From an optimization exercise on the open Yosys and OpenROAD flow, aimed at a short achievable clock period and few clock cycles; shortcuts taken in it are not production practice. Function was checked by simulation only, so behaviour that the tests miss may differ from the original.

$ cat design/flow/design.v
`default_nettype none
package armPkg;
    localparam int wordWidth = 32;
    localparam int regAddrWidth = 4;
    typedef logic [wordWidth-1:0] word_t;        
    typedef logic [regAddrWidth-1:0] regAddr_t;
    typedef logic [3:0] flags_t;                 
    typedef logic [3:0] cond_t;
    typedef logic [2:0] aluOp_t;
    typedef logic [1:0] immSrc_t;
    typedef enum logic [3:0] {
        FETCH,
        DECODE,
        MEMADR,
        MEMRD,
        MEMWB,
        MEMWR,
        EXECUTER,
        EXECUTEI,
        ALUWB,
        BRANCH
    } ctrlState_t;
    localparam regAddr_t pcReg = 4'd15;
    localparam word_t pcStep = 32'd4;
    localparam logic [1:0] opDataProc = 2'b00;
    localparam logic [1:0] opMemory = 2'b01;
    localparam logic [1:0] opBranch = 2'b10;
    localparam logic [3:0] cmdAnd = 4'b0000;
    localparam logic [3:0] cmdEor = 4'b0001;
    localparam logic [3:0] cmdSub = 4'b0010;
    localparam logic [3:0] cmdAdd = 4'b0100;
    localparam logic [3:0] cmdOrr = 4'b1100;
    localparam aluOp_t aluAdd = 3'd0;
    localparam aluOp_t aluSub = 3'd1;
    localparam aluOp_t aluAnd = 3'd2;
    localparam aluOp_t aluOrr = 3'd3;
    localparam aluOp_t aluEor = 3'd4;
    localparam immSrc_t immDp8 = 2'b00;      
    localparam immSrc_t immMem12 = 2'b01;    
    localparam immSrc_t immBranch = 2'b10;   
endpackage
`default_nettype wire
`timescale 1ns/1ps
`default_nettype none
import armPkg::*;
module registerFile (
    input logic clk,
    input logic writeEn1,
    input armPkg::regAddr_t writeAddr1,
    input armPkg::word_t writeData1,
    input logic writeEn2,
    input armPkg::regAddr_t writeAddr2,
    input armPkg::word_t writeData2,
    input logic [14:0] readSel1,      
    input logic [14:0] readSel2,
    input logic [14:0] readSel3,
    output armPkg::word_t readData1,
    output armPkg::word_t readData2,
    output armPkg::word_t readData3
);
    logic [wordWidth-1:0] regs [0:14];
    always_ff @(posedge clk) begin
        for (int i = 0; i < 15; i++) begin
            if (writeEn1 && (writeAddr1 == 4'(i)))
                regs[i] <= writeData1;
            else if (writeEn2 && (writeAddr2 == 4'(i)))
                regs[i] <= writeData2;
        end
    end
    always_comb begin
        readData1 = '0;
        readData2 = '0;
        readData3 = '0;
        for (int i = 0; i < 15; i++) begin
            readData1 = readData1 | ({wordWidth{readSel1[i]}} & regs[i]);
            readData2 = readData2 | ({wordWidth{readSel2[i]}} & regs[i]);
            readData3 = readData3 | ({wordWidth{readSel3[i]}} & regs[i]);
        end
    end
endmodule
`default_nettype wire
`timescale 1ns/1ps
`default_nettype none
module ksAdd #(
    parameter int W = 32
) (
    input logic [W-1:0] a,
    input logic [W-1:0] b,
    input logic cin,
    output logic [W-1:0] s,
    output logic cout
);
    localparam int levels = (W > 16) ? 5 : (W > 8) ? 4 : (W > 4) ? 3 : (W > 2) ? 2 : 1;
    logic [W-1:0] p;
    logic [W-1:0] g [0:levels];
    logic [W-1:0] pp [0:levels];
    assign p = a ^ b;
    assign g[0] = (a & b) | {{(W-1){1'b0}}, p[0] & cin};
    assign pp[0] = p;
    for (genvar l = 0; l < levels; l++) begin : level
        for (genvar i = 0; i < W; i++) begin : bits
            if (i >= (1 << l)) begin : merge
                assign g[l+1][i] = g[l][i] | (pp[l][i] & g[l][i - (1 << l)]);
                assign pp[l+1][i] = pp[l][i] & pp[l][i - (1 << l)];
            end else begin : pass
                assign g[l+1][i] = g[l][i];
                assign pp[l+1][i] = pp[l][i];
            end
        end
    end
    assign s = p ^ {g[levels][W-2:0], cin};
    assign cout = g[levels][W-1];
endmodule
`default_nettype wire
`timescale 1ns/1ps
`default_nettype none
import armPkg::*;
module armCore (
    input logic clk,
    input logic reset,
    output armPkg::word_t adr,
    output armPkg::word_t writeData,
    input armPkg::word_t readData,
    output logic memWrite
);
    localparam int cacheWords = 32;
    armPkg::word_t pcF;          
    armPkg::word_t adrR;         
    logic memWriteR;
    logic vD, vS;
    armPkg::word_t irD, irS;
    armPkg::word_t pc8D, pc8S;   
    logic fpD, fpS;              
    logic [14:0] selND, selMD, selDD, selNS, selMS, selDS;   
    logic vE;
    logic dpE, memE, ldE, jmpE, dpPcE, wrRegE, ldRegE, ldPcE, sE, cvE;
    logic addE, subE, andE, orrE, eorE;
    armPkg::cond_t condE;
    armPkg::regAddr_t rdE;
    armPkg::word_t aE, bE, cE, tgtE, pc4E;
    logic predE, fastOkE;
    logic vM, ldRegM, ldPcM;
    armPkg::regAddr_t rdM;
    armPkg::word_t dataM;
    logic nFl, zFl, cF, vF;
    logic [cacheWords-1:0] cValid;
    logic [3:0] cTag [0:cacheWords-1];
    armPkg::word_t cWord [0:cacheWords-1];
    logic cJump [0:cacheWords-1];
    logic [10:0] cTgt [0:cacheWords-1];
    function automatic logic condEval(input armPkg::cond_t c, input logic n, input logic z,
                                      input logic cc, input logic v);
        case (c)
            4'b0000: condEval = z;
            4'b0001: condEval = ~z;
            4'b0010: condEval = cc;
            4'b0011: condEval = ~cc;
            4'b0100: condEval = n;
            4'b0101: condEval = ~n;
            4'b0110: condEval = v;
            4'b0111: condEval = ~v;
            4'b1000: condEval = cc & ~z;
            4'b1001: condEval = ~cc | z;
            4'b1010: condEval = (n == v);
            4'b1011: condEval = (n != v);
            4'b1100: condEval = ~z & (n == v);
            4'b1101: condEval = z | (n != v);
            4'b1110: condEval = 1'b1;
            default: condEval = 1'b0;
        endcase
    endfunction
    logic condPassE;
    logic [32:0] sumAdd, sumSub;
    armPkg::word_t resE;
    logic ovfAdd, ovfSub;
    assign condPassE = vE & condEval(condE, nFl, zFl, cF, vF);
    ksAdd #(.W(32)) addAlu (.a(aE), .b(bE), .cin(1'b0), .s(sumAdd[31:0]), .cout(sumAdd[32]));
    ksAdd #(.W(32)) subAlu (.a(aE), .b(~bE), .cin(1'b1), .s(sumSub[31:0]), .cout(sumSub[32]));
    assign ovfAdd = (aE[31] == bE[31]) && (sumAdd[31] != aE[31]);
    assign ovfSub = (aE[31] != bE[31]) && (sumSub[31] != aE[31]);
    assign resE = ({32{addE}} & sumAdd[31:0]) | ({32{subE}} & sumSub[31:0]) |
                  ({32{andE}} & (aE & bE)) | ({32{orrE}} & (aE | bE)) |
                  ({32{eorE}} & (aE ^ bE));
    logic zeroE;
    always_comb begin
        if (andE) zeroE = ((aE & bE) == '0);
        else if (orrE) zeroE = ((aE | bE) == '0);
        else if (eorE) zeroE = (aE == bE);
        else if (subE) zeroE = (aE == bE);
        else zeroE = ((aE[0] ^ bE[0]) == 1'b0) &&
                     (((aE[31:1] ^ bE[31:1]) ^ (aE[30:0] | bE[30:0])) == '0);
    end
    logic e1Mem;         
    logic dpPcTaken, ldPcNow, mispE, redirectE;
    assign e1Mem = vE & memE & condPassE;
    assign dpPcTaken = dpPcE & condPassE;
    assign ldPcNow = vM & ldPcM;
    assign mispE = vE & jmpE & ((condPassE != predE) | (condPassE & ~fastOkE));
    assign redirectE = dpPcTaken | ldPcNow | mispE;
    armPkg::cond_t condD;
    logic [1:0] opD;
    logic immD;
    logic [3:0] cmdD;
    logic sD;
    armPkg::regAddr_t rnD, rdD, rmD;
    logic nopD, dpD, memD, brD, pcrelD;
    assign condD = irD[31:28];
    assign opD = irD[27:26];
    assign immD = irD[25];
    assign cmdD = irD[24:21];
    assign sD = irD[20];
    assign rnD = irD[19:16];
    assign rdD = irD[15:12];
    assign rmD = irD[3:0];
    assign nopD = (condD == 4'b1111) | (opD == 2'b11);
    assign dpD = ~nopD & (opD == opDataProc);
    assign memD = ~nopD & (opD == opMemory);
    assign brD = ~nopD & (opD == opBranch);
    assign pcrelD = dpD & immD & (rnD == pcReg) & (rdD == pcReg) &
                    (cmdD != cmdAnd) & (cmdD != cmdEor) & (cmdD != cmdSub) & (cmdD != cmdOrr);
    armPkg::word_t rf1, rf2, rf3;
    registerFile registerFile_inst (
        .clk(clk),
        .writeEn1(wrRegE & condPassE),
        .writeAddr1(rdE),
        .writeData1(resE),
        .writeEn2(vM & ldRegM),
        .writeAddr2(rdM),
        .writeData2(readData),
        .readSel1(selND),
        .readSel2(selMD),
        .readSel3(selDD),
        .readData1(rf1),
        .readData2(rf2),
        .readData3(rf3)
    );
    logic fwdAlu;
    assign fwdAlu = wrRegE & condPassE;
    logic useImm;
    armPkg::word_t baseA, baseB, baseC, immVal;
    assign useImm = memD | immD;
    assign immVal = memD ? {20'd0, irD[11:0]} : {24'd0, irD[7:0]};
    assign baseA = (rnD == pcReg) ? pc8D : rf1;
    assign baseB = useImm ? immVal : ((rmD == pcReg) ? pc8D : rf2);
    assign baseC = (rdD == pcReg) ? pc8D : rf3;
    logic hitA, hitB, hitC, mHitA, mHitB, mHitC;
    assign hitA = (rdE == rnD) & (rnD != pcReg);
    assign hitB = (rdE == rmD) & (rmD != pcReg) & ~useImm;
    assign hitC = (rdE == rdD) & (rdD != pcReg);
    assign mHitA = vM & ldRegM & (rdM == rnD) & (rnD != pcReg);
    assign mHitB = vM & ldRegM & (rdM == rmD) & (rmD != pcReg) & ~useImm;
    assign mHitC = vM & ldRegM & (rdM == rdD) & (rdD != pcReg);
    armPkg::word_t opA, opB, opRd;
    assign opA = (hitA & fwdAlu) ? resE : mHitA ? readData : baseA;
    assign opB = (hitB & fwdAlu) ? resE : mHitB ? readData : baseB;
    assign opRd = (hitC & fwdAlu) ? resE : mHitC ? readData : baseC;
    logic readsA, readsB, readsC, stallD;
    assign readsA = dpD | memD;
    assign readsB = dpD & ~immD;
    assign readsC = memD & ~sD;
    assign stallD = vE & memE & ldE &
                    ((ldPcE) | (readsA & hitA) | (readsB & hitB) | (readsC & hitC));
    armPkg::word_t tgtBrD, tgtPcrelD, tgtD;
    logic [11:0] lowD;
    logic fastOkD, dIssue;
    logic unusedBrCout;
    ksAdd #(.W(32)) tgtAdd (.a(pc8D), .b({{6{irD[23]}}, irD[23:0], 2'b00}), .cin(1'b0),
                            .s(tgtBrD), .cout(unusedBrCout));
    assign tgtPcrelD = pc8D + {24'd0, irD[7:0]};
    assign tgtD = brD ? tgtBrD : tgtPcrelD;
    assign lowD = {1'b0, pc8D[10:0]} + (brD ? {1'b0, irD[8:0], 2'b00} : {4'd0, irD[7:0]});
    assign fastOkD = ~fpD | (brD ? (lowD[11] ? (irD[23:9] == '1) : (irD[23:9] == '0))
                                 : ~lowD[11]);
    assign dIssue = vD & ~stallD & ~redirectE;
    logic [4:0] cIdx, candIdx;
    logic cacheable, candHit, cHitR;
    armPkg::word_t pc8F, pc4F, pcCand, instrF;
    armPkg::word_t cWordR;
    logic cJumpR;
    logic [10:0] cTgtR, pc8Low;
    assign cIdx = pcF[6:2];
    assign cacheable = (pcF[31:11] == '0);
    assign pc8F = pcF + 32'd8;
    assign pc4F = pcF + 32'd4;
    assign pc8Low = pcF[10:0] + 11'd8;
    assign instrF = vM ? cWordR : readData;
    logic fetchNow, fetchKeep;
    assign fetchNow = (~vM | cHitR) & ~vS;
    assign fetchKeep = fetchNow & ~redirectE;
    assign pcCand = fetchNow ? pc4F : pcF;
    assign candIdx = pcCand[6:2];
    assign candHit = cValid[candIdx] & (cTag[candIdx] == pcCand[10:7]) & (pcCand[31:11] == '0) &
                     ~(memWriteR & (adrR[6:2] == candIdx));
    function automatic logic [14:0] oneHot(input armPkg::regAddr_t r);
        for (int i = 0; i < 15; i++)
            oneHot[i] = (r == 4'(i));
    endfunction
    logic [14:0] selNF, selMF, selDF;
    assign selNF = oneHot(instrF[19:16]);
    assign selMF = oneHot(instrF[3:0]);
    assign selDF = oneHot(instrF[15:12]);
    armPkg::cond_t condF;
    logic brF, pcrelF, jumpF, stableF, predF, redirectF;
    logic [10:0] tgtBrF, tgtPcrelF, tgtLowF;
    assign condF = instrF[31:28];
    assign brF = (readData[31:28] != 4'b1111) & (readData[27:26] == opBranch);
    assign pcrelF = (readData[31:28] != 4'b1111) & (readData[27:26] == opDataProc) & readData[25] &
                    (readData[19:16] == pcReg) & (readData[15:12] == pcReg) &
                    (readData[24:21] != cmdAnd) & (readData[24:21] != cmdEor) &
                    (readData[24:21] != cmdSub) & (readData[24:21] != cmdOrr);
    assign tgtBrF = pc8Low + {readData[8:0], 2'b00};
    assign tgtPcrelF = pc8Low + {3'b000, readData[7:0]};
    assign jumpF = vM ? cJumpR : (brF | pcrelF);
    assign tgtLowF = vM ? cTgtR : (brF ? tgtBrF : tgtPcrelF);
    assign stableF = ~(vE & dpE & sE) & ~(vD & dpD & sD);
    always_comb begin
        if (condF == 4'b1110) predF = 1'b1;
        else if (stableF) predF = condEval(condF, nFl, zFl, cF, vF);
        else predF = (instrF[27:26] == opBranch) & instrF[23];    
    end
    assign redirectF = fetchKeep & jumpF & predF;
    armPkg::word_t pcBase, pcNoAlu, pcFNext;
    always_comb begin
        if (mispE) pcBase = condPassE ? tgtE : pc4E;
        else if (fetchNow) pcBase = pc4F;
        else pcBase = pcF;
        if (ldPcNow) pcNoAlu = readData;
        else if (redirectF) pcNoAlu = {pc8F[31:11], tgtLowF};
        else pcNoAlu = pcBase;
        pcFNext = dpPcTaken ? resE : pcNoAlu;
    end
    assign adr = adrR;
    assign memWrite = memWriteR;
    assign writeData = dataM;
    always_ff @(posedge clk or posedge reset) begin
        if (reset) begin
            pcF <= '0;
            adrR <= '0;
            vM <= 1'b0;
            memWriteR <= 1'b0;
        end else begin
            pcF <= pcFNext;
            vM <= e1Mem;
            memWriteR <= e1Mem & ~ldE;
            adrR <= (e1Mem | dpPcTaken) ? resE : pcNoAlu;
        end
    end
    always_ff @(posedge clk) begin
        ldRegM <= ldRegE;
        ldPcM <= ldPcE;
        rdM <= rdE;
        dataM <= cE;
    end
    always_ff @(posedge clk or posedge reset) begin
        if (reset) begin
            cValid <= '0;
        end else begin
            if (!vM && cacheable)
                cValid[cIdx] <= 1'b1;
            if (memWriteR && (adrR[31:11] == '0))
                cValid[adrR[6:2]] <= 1'b0;
        end
    end
    always_ff @(posedge clk or posedge reset) begin
        if (reset)
            cHitR <= 1'b0;
        else
            cHitR <= candHit & ~redirectE & ~redirectF;
    end
    always_ff @(posedge clk) begin
        cWordR <= cWord[candIdx];
        cJumpR <= cJump[candIdx];
        cTgtR <= cTgt[candIdx];
        if (!vM) begin
            cTag[cIdx] <= pcF[10:7];
            cWord[cIdx] <= readData;
            cJump[cIdx] <= brF | pcrelF;
            cTgt[cIdx] <= brF ? tgtBrF : tgtPcrelF;
        end
    end
    always_ff @(posedge clk or posedge reset) begin
        if (reset) begin
            vD <= 1'b0;
            vS <= 1'b0;
        end else begin
            if (redirectE) begin
                vD <= 1'b0;
                vS <= 1'b0;
            end else if (dIssue || !vD) begin
                if (vS) begin
                    vD <= 1'b1;
                    vS <= 1'b0;
                end else begin
                    vD <= fetchKeep;
                end
            end else if (fetchKeep) begin
                vS <= 1'b1;
            end
        end
    end
    always_ff @(posedge clk) begin
        if (dIssue || !vD) begin
            if (vS) begin
                irD <= irS;
                selND <= selNS;
                selMD <= selMS;
                selDD <= selDS;
                pc8D <= pc8S;
                fpD <= fpS;
            end else begin
                irD <= instrF;
                selND <= selNF;
                selMD <= selMF;
                selDD <= selDF;
                pc8D <= pc8F;
                fpD <= jumpF & predF;
            end
        end
        if (fetchNow) begin
            irS <= instrF;
            selNS <= selNF;
            selMS <= selMF;
            selDS <= selDF;
            pc8S <= pc8F;
            fpS <= jumpF & predF;
        end
    end
    always_ff @(posedge clk or posedge reset) begin
        if (reset)
            vE <= 1'b0;
        else
            vE <= dIssue;
    end
    always_ff @(posedge clk) begin
        dpE <= dpD;
        memE <= memD;
        ldE <= memD & sD;
        jmpE <= brD | pcrelD;
        dpPcE <= dpD & ~pcrelD & (rdD == pcReg);
        wrRegE <= dpD & (rdD != pcReg);
        ldRegE <= memD & sD & (rdD != pcReg);
        ldPcE <= memD & sD & (rdD == pcReg);
        sE <= sD;
        cvE <= sD & ((cmdD == cmdAdd) | (cmdD == cmdSub));
        subE <= dpD & (cmdD == cmdSub);
        andE <= dpD & (cmdD == cmdAnd);
        orrE <= dpD & (cmdD == cmdOrr);
        eorE <= dpD & (cmdD == cmdEor);
        addE <= memD | (dpD & (cmdD != cmdSub) & (cmdD != cmdAnd) &
                        (cmdD != cmdOrr) & (cmdD != cmdEor));
        condE <= nopD ? 4'b1111 : condD;
        rdE <= rdD;
        aE <= opA;
        bE <= opB;
        cE <= opRd;
        tgtE <= tgtD;
        pc4E <= pc8D - 32'd4;
        predE <= fpD;
        fastOkE <= fastOkD;
    end
    always_ff @(posedge clk or posedge reset) begin
        if (reset) begin
            nFl <= 1'b0;
            zFl <= 1'b0;
            cF <= 1'b0;
            vF <= 1'b0;
        end else if (dpE && sE && condPassE) begin
            nFl <= resE[31];
            zFl <= zeroE;
            if (cvE) begin
                cF <= subE ? sumSub[32] : sumAdd[32];
                vF <= subE ? ovfSub : ovfAdd;
            end
        end
    end
endmodule
`default_nettype wire
$ cat design/flow/run.sh
#!/bin/bash
# synth_recipe.tcl (not shown) runs the flow's synth.tcl, then flattens the netlist and writes it again
# the make line also repeats each setting of config.mk as NAME=value (left out here)
make -C /OpenROAD-flow-scripts/flow DESIGN_CONFIG=/design/flow/config.mk WORK_HOME=/design/flow/orfs CLKGATE_MAP_FILE= SYNTH_SCRIPT=/design/flow/synth_recipe.tcl finish
$ cat design/flow/config.mk
export PLATFORM = sky130hd
export DESIGN_NAME = armCore
export DESIGN_NICKNAME = armCore
export VERILOG_FILES = /design/flow/design.v
export SDC_FILE = /design/flow/constraint.sdc
export NUM_CORES = 4
export LEC_CHECK = 0
export CAP_MARGIN = 40
export CORE_MARGIN = 2
export CORE_UTILIZATION = 50
export SETUP_SLACK_MARGIN = 5
export SLEW_MARGIN = 30
export TNS_END_PERCENT = 10
$ cat design/flow/constraint.sdc
create_clock -name core_clock -period 7.5 [get_ports {clk}]
set_input_delay 1.5000 -clock core_clock [delete_from_list [all_inputs] [get_ports {clk}]]
set_output_delay 1.5000 -clock core_clock [all_outputs]
set_load 0.01 [all_outputs]
==> impl_results.md, run 1 <==
* Mean Syn Cell Area at 12.8 um^2
* Global-route usage over all layers at 42.4%
* Share of flip-flops with an asynchronous set or reset at 4.06%
* Final number of hold-violating endpoints at 0
* DR pass1 iterations at 15
* Count of pins over their slew limit at 0
* Worst Hold Class: flop to flop
* Max clock buf depth at 4
* Unrepaired setup endpoints after global routing: yes
* Share of cells above drive strength 1 at 25.2%
* Final period util at 52.4%
* Yosys Warn Count at 6
* Dpl cells at 12300
* Launch point of the worst hold path: cE[27]$_DFF_P_
* Max-cap violations at 0
* Core ar. at 0.243 mm^2
* Count of input and output buffers at 98
* Fmax achieved at 255 MHz
* Rows at 181
* R2R Path End: registerFile_inst.regs[11][29]$_DFFE_PP_
* Status: no timing/DRC/antenna violations
* Slew @ Worst Pin at 1.10 ns
* Clock sink total at 2609
* Mapped Nets at 9690
* Number of enable flip-flop cells after synthesis at 2236
* Hold depth at 0
* Crit path time final at 3.93 ns
* Die height at 497 um
* Max FO, Critical Path at 5
* Endpoint kind of the worst setup timing path: flop
* Flop-to-flop setup slack at 3.57 ns
* DRT Wirelength at 552000 um
* Wire length of the first global-routing pass at 730000 um
* Dpl cell area at 0.127 mm^2
* Filler Cells Inserted at 18200
* Antenna violations before repair at 33
* Worst clock skew at 0.0704 ns
* Post-synthesis instance total at 9480
* Accumulated negative setup slack at 0 ns
* Count of endpoints failing setup in the final report at 0
* Area growth from synthesis to layout at 23.4%
* Synth Register Bits at 2609
* Antenna-violating nets left at 0
* Clock latency at the later pin of the worst-skew pair at 0.99 ns
* Final design instance area without fill at 0.150 mm^2
* Required time of the critical path at 8.13 ns
* Die width at 497 um
* Residual DRC at 0
* Cell Area, Synth at 0.122 mm^2
* Clk root buf: clkbuf_16
* Final Instance Count excl. Fillers at 13400
* Synth cell types at 92
* Clock-pin transition on the worst setup and hold timing paths at 0.06 ns
* Overflow after GRT at 0
* I/O pin total at 99
* Maximum number of pins on one net before global-route repair at 111
* Number of violations reported at the end of detailed-routing iteration 0 at 20200
* Top post-synthesis cells by area: edfxtp_1, mux4_2, dfxtp_1
* Sequential fraction of the synthesis area at 61.8%
* WP data arrival at 4.56 ns
* Crit Path Category: flop to flop
* WL/cell at 41.1 um
* Count of hold-fix buffers inserted at cts at 0
* Number of nets in the layout at 10200
* CTS H-Tree Depth at 5
* Reg2Reg Depth at 13
* Startpoint of the most critical register-to-register path: aE[15]$_DFF_P_
* Proportion of netlist area held by the largest area contributor at 55.2%
* Flip-flop cell with the highest count after synthesis: edfxtp_1
* Hold worst-path end: dataM[27]$_DFF_P_
* Via count of the first global-routing pass at 89800
* Post-detailed-route via-to-cell ratio at 7.25
* Rel. slew slack at 26.6%
* Die outline area at 0.247 mm^2
* Final HPWL from detailed placement at 288000 um
* Gp weighted congestion at 0.997
* Largest area contributor in the synthesized netlist: edfxtp_1
* Starting density of the core at 50.1%
* Total clock buffers created by CTS at 296
* Startpoint type of the worst setup path: flop
* TritonCTS clock tree: done
* Via Count at 97400
[final cells by class]
| class | instances | area (um^2) | share of cell area [%] |
|---|---|---|---|
| antenna | 14 | 35.0 | 0.0234 |
| inverter | 171 | 677 | 0.451 |
| multi-input combinational | 5909 | 47100 | 31.4 |
| timing repair buffer | 1017 | 13700 | 9.15 |
| sequential | 2609 | 75200 | 50.1 |
| tap | 3202 | 4010 | 2.67 |
| clock buffer | 392 | 8180 | 5.45 |
| clock inverter | 126 | 1080 | 0.723 |
[synthesized netlist by cell type, drive strengths merged (51+ instances only)]
library cell,n
mux2i,126
nor4,55
nor2,403
a22oi,322
o211ai,53
dfrtp,106
a221oi,150
a21oi,302
ha,170
buf,150
nor3,156
a222oi,96
nand2b,51
nand3,263
mux2,92
a311oi,56
mux4,372
xor2,91
dfxtp,267
a22o,135
edfxtp,2236
o21ai,705
nand2,1195
and3,128
inv,167
o31ai,62
xnor2,159
clkbuf,648
a31oi,53
a211oi,134
nand4,124
[cells by family (layout without fill, tap and decap cells)]
family / count (synthesis) / in the layout / synth area share (%)
fa+ha+maj: 176 / 176 / 1.85
other cells: 0 / 14 / 0
simple gates: 2532 / 2537 / 9.42
buf+inv: 969 / 1706 / 3.06
compound gates: 2354 / 2355 / 13.3
flops: 2609 / 2609 / 61.8
mux: 590 / 590 / 8.78
xor+xnor: 250 / 251 / 1.80
[routing by layer]
metal / global-route usage, % / wire length [um] / vias to the layer above
met4: 27.8 / 51200 / 20
met3: 11.9 / 75600 / 2372
met2: 62.4 / 235000 / 8673
met5: 0.752 / 318 / -
li1: - / - / 38000
met1: 55.1 / 190000 / 48400
[repair_timing]
item	CTS	global route
endpoints found under the setup margin	3582	3250
gates resized for setup	828	531
endpoints found under the hold margin	0	0
pin swaps	172	191
cloned	118	43
setup buffers	237	175
[worst max path at each step]
stage | start | to | slack (ns) | cells after the start
after floorplan | zFl$_DFFE_PP0P_ | fpD$_DFFE_PP_ | 3.18 | 9
after global placement | readData[1] | pcF[10]$_DFF_PP0_ | 1.78 | 13
after detailed placement | readData[30] | adrR[10]$_DFF_PP0_ | 2.11 | 10
after CTS | bE[15]$_DFF_P_ | registerFile_inst.regs[5][29]$_DFFE_PP_ | 3.67 | 13
after global routing | aE[15]$_DFF_P_ | pcF[23]$_DFF_PP0_ | 3.47 | 16
final | aE[15]$_DFF_P_ | registerFile_inst.regs[11][29]$_DFFE_PP_ | 3.57 | 13
[layout by cell type, fill, tap and decap left out, types with 48 or more instances in the layout]
cell type,Yosys,routed
a22oi_1,322,317
buf_16,0,108
buf_12,0,124
clkdlybuf4s50_1,0,65
nor3_1,156,123
nand3_1,263,242
mux2_2,92,86
mux4_2,372,372
mux2i_1,126,118
a21oi_2,11,62
nand2_1,1195,1164
o21ai_0,693,510
nand4_1,124,124
clkbuf_1,648,62
o31ai_1,62,54
a211oi_1,132,107
a22o_1,135,135
ha_1,170,115
buf_6,2,96
nor4_1,55,52
nor2_1,402,355
inv_1,166,153
clkbuf_16,0,335
edfxtp_1,2236,2236
dfxtp_1,267,252
clkinv_2,0,48
a21oi_1,291,217
a221oi_1,150,141
xnor2_1,159,147
o211ai_1,53,53
o21ai_2,10,128
a222oi_1,96,96
buf_4,2,482
xor2_1,91,83
and3_1,128,118
dfrtp_1,106,91
[flip-flops by register name, summed over array words and instances, names as in the netlist, 128 cells and up]
name	count
cWord	1024
cTgt	352
cTag	128
registerFile_inst.regs	480
[through the flow]
stage / hold WS [ns] / worst slack, ns / utilization, %
5_1_grt: 0.327 / 3.47 / 61.8
6_report: 0.325 / 3.57 / 61.8
2_1_floorplan: 0.310 / 3.18 / -
3_5_place_dp: 0.312 / 2.11 / 52.5
3_3_place_gp: 0.310 / 1.78 / 52.2
4_1_cts: 0.325 / 3.67 / 60.0
[worst max-delay path, stage by stage (launching register included)]
cell       delay (ns)
dfxtp_2          0.33
inv_2            0.04
ha_4             0.24
or4_4            0.53
or4_4            0.55
a2111oi_4        0.44
buf_4            0.20
o21ai_4          0.06
a31o_4           0.24
mux2i_1          0.12
a311o_2          0.42
nor2_4           0.20
buf_6            0.16
mux2i_1          0.08
Testbench counts, summed over its fixed seeds: cycles 76,424.
==> inputs of run 2 (changes only) <==
==> design/flow/flow/run.sh (new file) <==
#!/bin/bash
# Layout with the standard flow (standard.sh), changing two things about
# how the layout is made: every input and output port gets a buf_8 buffer
# instead of the resizer's default choice (a delay-type buffer that the
# footprint rule then keeps), and the resizer may swap a cell for one of
# another footprint. make's full output goes to flow.log; each ORFS step
# keeps its own log under orfs/logs.
set -euo pipefail
cd "$(dirname "$0")/.."
bash standard.sh "BUFFER_PORTS_ARGS=-buffer_cell sky130_fd_sc_hd__buf_8" MATCH_CELL_FOOTPRINT=0 finish > flow.log 2>&1
==> design/flow/standard.sh (new file) <==
#!/bin/bash
# synth_recipe.tcl (not shown) runs the flow's synth.tcl, then flattens the netlist and writes it again
# the make line also repeats each setting of config.mk as NAME=value (left out here)
make -C /OpenROAD-flow-scripts/flow DESIGN_CONFIG=/design/flow/config.mk WORK_HOME=/design/flow/orfs CLKGATE_MAP_FILE= SYNTH_SCRIPT=/design/flow/synth_recipe.tcl "${@:-finish}"
--- a/design/flow/config.mk
+++ b/design/flow/config.mk
@@ -7,7 +7,7 @@
 export LEC_CHECK = 0
 export CAP_MARGIN = 40
 export CORE_MARGIN = 2
-export CORE_UTILIZATION = 50
+export CORE_UTILIZATION = 40
 export SETUP_SLACK_MARGIN = 5
 export SLEW_MARGIN = 30
 export TNS_END_PERCENT = 10
removed: design/flow/run.sh
==> impl_results.md, run 2 <==
* Number of nets in the layout at 10200 (about the same)
* Simple-Gate Fraction of Synth Area at 9.42% (unchanged)
* Combinational family with the most area after synthesis: compound AO/OA/AOI/OAI gates (unchanged)
* Setup slack of the critical path after layout at 3.58 ns (was 3.57 ns)
* Count of pins over their slew limit at 0 (unchanged)
* Mean Syn Cell Area at 12.8 um^2 (unchanged)
* Via Count at 98700 (was 97400)
* Final period util at 52.2% (was 52.4%)
* Leading post-synthesis cells by instance count: edfxtp_1, nand2_1, o21ai_0, clkbuf_1, nor2_1 (unchanged)
* Core ar. at 0.303 mm^2 (was 0.243 mm^2)
* Share of flip-flops with an asynchronous set or reset at 4.06% (unchanged)
* Largest regs: cWord: 1024 flops, registerFile_inst.regs: 480 flops, cTgt: 352 flops (unchanged)
* WL/cell at 39.9 um (was 41.1 um)
* Reg2Reg Depth at 14 (was 13)
* Register name with the most flops: cWord (unchanged)
* Clock sink total at 2609 (unchanged)
* Rel. slew slack at 12.7% (was 26.6%)
* Crit Path Category: flop to flop (unchanged)
* Crit path time final at 3.92 ns (was 3.93 ns)
* Max FO, Critical Path at 5 (unchanged)
* Post-Synth XOR/XNOR Area at 1.80% (unchanged)
* Die height at 555 um (was 497 um)
* Unrepaired setup endpoints after global routing: yes (unchanged)
* Rows at 202 (was 181)
* Required time of the critical path at 8.15 ns (was 8.13 ns)
* Clock-pin transition on the worst setup and hold timing paths at 0.07 ns (was 0.06 ns)
* Final HPWL from detailed placement at 295000 um (was 288000 um)
* Synth Area in Adders at 1.85% (unchanged)
* Antenna-violating nets left at 0 (unchanged)
* Final core utilization at 49.8% (was 61.8%)
* DR pass1 iterations at 14 (was 15)
* Overflow after GRT at 0 (unchanged)
* Area fraction in compound gates after synthesis at 13.3% (unchanged)
* Status: no timing/DRC/antenna violations (unchanged)
* Number of violations reported at the end of detailed-routing iteration 0 at 20100 (was 20200)
* Via count of the first global-routing pass at 91100 (was 89800)
* Total clock buffers created by CTS at 288 (was 296)
* Most frequent standard cell in the layout excluding fill and tap cells: edfxtp_1 (unchanged)
* Proportion of netlist area held by the largest area contributor at 55.2% (unchanged)
* Maximum number of pins on one net before global-route repair at 93 (was 111)
* Fmax achieved at 255 MHz (about the same)
* Mapped Nets at 9690 (unchanged)
* TritonCTS clock tree: done (unchanged)
* DRT Wirelength at 569000 um (was 552000 um)
* Number of enable flip-flop cells after synthesis at 2236 (unchanged)
* Yosys Warn Count at 6 (unchanged)
* Max clock buf depth at 4 (unchanged)
* Commonest non-fill, non-tap cells in the layout: edfxtp_1, nand2_1, o21ai_0 (unchanged)
* Die width at 555 um (was 497 um)
* Post-placement worst setup slack at 2.22 ns (was 2.11 ns)
* Final number of hold-violating endpoints at 0 (unchanged)
* CTS H-Tree Depth at 5 (unchanged)
* Largest area contributor in the synthesized netlist: edfxtp_1 (unchanged)
* Number of flip-flops under the largest register name at 1024 (unchanged)
* Residual DRC at 0 (unchanged)
* Final design instance area without fill at 0.151 mm^2 (was 0.150 mm^2)
* Slew @ Worst Pin at 1.31 ns (was 1.10 ns)
* Worst clock skew at 0.0846 ns (was 0.0704 ns)
* Worst Hold Class: flop to flop (unchanged)
* Cell Area, Synth at 0.122 mm^2 (unchanged)
* Clk root buf: clkbuf_16 (unchanged)
* Post-detailed-route via-to-cell ratio at 6.93 (was 7.25)
* I/O pin total at 99 (unchanged)
* Fraction of synthesized area in multiplexers at 8.78% (unchanged)
* Hold depth at 0 (unchanged)
* Endpoint kind of the worst setup timing path: flop (unchanged)
* WP data arrival at 4.57 ns (was 4.56 ns)
* Count of endpoints failing setup in the final report at 0 (unchanged)
* Clock latency at the later pin of the worst-skew pair at 0.97 ns (was 0.99 ns)
* Post-synthesis instance total at 9480 (unchanged)
* Accumulated negative setup slack at 0 ns (unchanged)
* Gp weighted congestion at 1.00 (was 0.997)
* Area growth from synthesis to layout at 24.0% (was 23.4%)
* Wire length of the first global-routing pass at 754000 um (was 730000 um)
* Flip-flop cell with the highest count after synthesis: edfxtp_1 (unchanged)
* Synth Register Bits at 2609 (unchanged)
* Top post-synthesis cells by area: edfxtp_1, mux4_2, dfxtp_1 (unchanged)
* Synth cell types at 92 (unchanged)
* Count leader, synth: edfxtp_1 (unchanged)
* Max-cap violations at 0 (unchanged)
* Antenna violations before repair at 40 (was 33)
* Starting density of the core at 40.2% (was 50.1%)
* Sequential fraction of the synthesis area at 61.8% (unchanged)
* Count of input and output buffers at 98 (unchanged)
* Global-route usage over all layers at 35.1% (was 42.4%)
* Filler Cells Inserted at 25300 (was 18200)
* Die outline area at 0.308 mm^2 (was 0.247 mm^2)
* Count of hold-fix buffers inserted at cts at 0 (unchanged)
* Startpoint type of the worst setup path: flop (unchanged)
* Share of cells above drive strength 1 at 25.2% (about the same)
* Dpl cell area at 0.129 mm^2 (was 0.127 mm^2)
## run 2: cell counts after synthesis
Identical to the previous run, type by type.
## run 2: cell families (layout without fill, tap and decap cells)
kind of cell             count (synthesis)  in the layout
flip-flops                            2609           2609
AND/OR/NAND/NOR                       2532           2545
AO/OA/AOI/OAI                         2354           2358
buffers and inverters                  969           1707
multiplexers                           590            590
XOR/XNOR                               250            251
adder cells (fa/ha/maj)                176            176
other                                    0             29
## run 2: timing repair
action	4_1_cts	5_1_grt
pin swaps	128	117
gates cloned	132	34
setup endpoints to repair	3552	3148
resized for setup	734	371
setup buffers	236	192
hold endpoints to repair	0	0
## run 2: critical path, cell delays in order (launching register included)
cell and delay [ns]:
dfxtp_2 0.36, inv_2 0.05, ha_4 0.24, or4_4 0.55, or4_4 0.55, a2111oi_4 0.32
buf_4 0.21, nor2_4 0.06, o41ai_4 0.29, xnor2_1 0.12, a221o_1 0.36, a21oi_4 0.14
buf_12 0.17, clkbuf_16 0.17, o21ai_2 0.06
## run 2: final timing paths
path / start / endpoint / slack (ns)
hold / removal: cE[12]$_DFF_P_ / dataM[12]$_DFF_P_ / 0.28
setup reg to reg: aE[17]$_DFF_P_ / registerFile_inst.regs[8][31]$_DFFE_PP_ / 3.58
min in group asynchronous: reset / cValid[27]$_DFF_PP0_ / 0.75
max in group asynchronous: reset / adrR[27]$_DFF_PP0_ / 5.49
hold reg to reg: cE[12]$_DFF_P_ / dataM[12]$_DFF_P_ / 0.28
setup / recovery: aE[17]$_DFF_P_ / registerFile_inst.regs[8][31]$_DFFE_PP_ / 3.58
## run 2: layout make-up
class                           count  area (um^2)  area share (%)
Sequential cell                  2609        75200            49.9
Multi-Input combinational cell   5920        46800            31.0
Timing Repair Buffer             1011        13300            8.83
Clock buffer                      350         7780            5.17
Tap cell                         3978         4980            3.30
Clock inverter                    175         1880            1.25
Inverter                          171          687           0.456
Antenna cell                       29         72.6          0.0482
## run 2: metal layers
layer	global-route usage (%)	share of wire, %
met2	51.0	42
met4	21.3	8.1
met3	12.8	15
met5	0.656	0.040
met1	44.7	35
## run 2: stage by stage
stage / std cells / hold WS [ns]
after floorplan: 9480 / 0.310
after global placement: 13000 / 0.314
after detailed placement: 13100 / 0.312
after CTS: 14000 / 0.318
after global routing: 14200 / 0.298
final: 14200 / 0.276

-- what the ideal ports hide --
The results above use ideal ports. As a check the final layouts listed here were re-extracted and re-timed, cells and wires unchanged.
Step 1 assumes that a clkbuf_16 drives the clock port and a buf_2 every other input.
Step 2 times the ports against the registers' clock, not the clock port: input delays grow and output delays shrink by t, the midpoint of the rising clock arrivals with the driver on.
a / b / c = no drivers / after step 1 / after step 2; a / b = the first two.
run	shift t [ns]	setup slack, ns	worst hold slack (ns)	worst setup path after step 2	worst data-port slew with drivers (ns)
run 1	1.034	3.573 / 3.573 / 2.973	0.325 / 0.325 / 0.325	input to register	0.33
run 2	1.030	3.584 / 3.584 / 2.786	0.276 / 0.276 / 0.276	input to register	0.47
After both steps setup and hold are still met in every run listed. For run 2, which loses most, drivers alone change the setup slack by 0.000 ns; drivers and shift together by -0.798 ns.
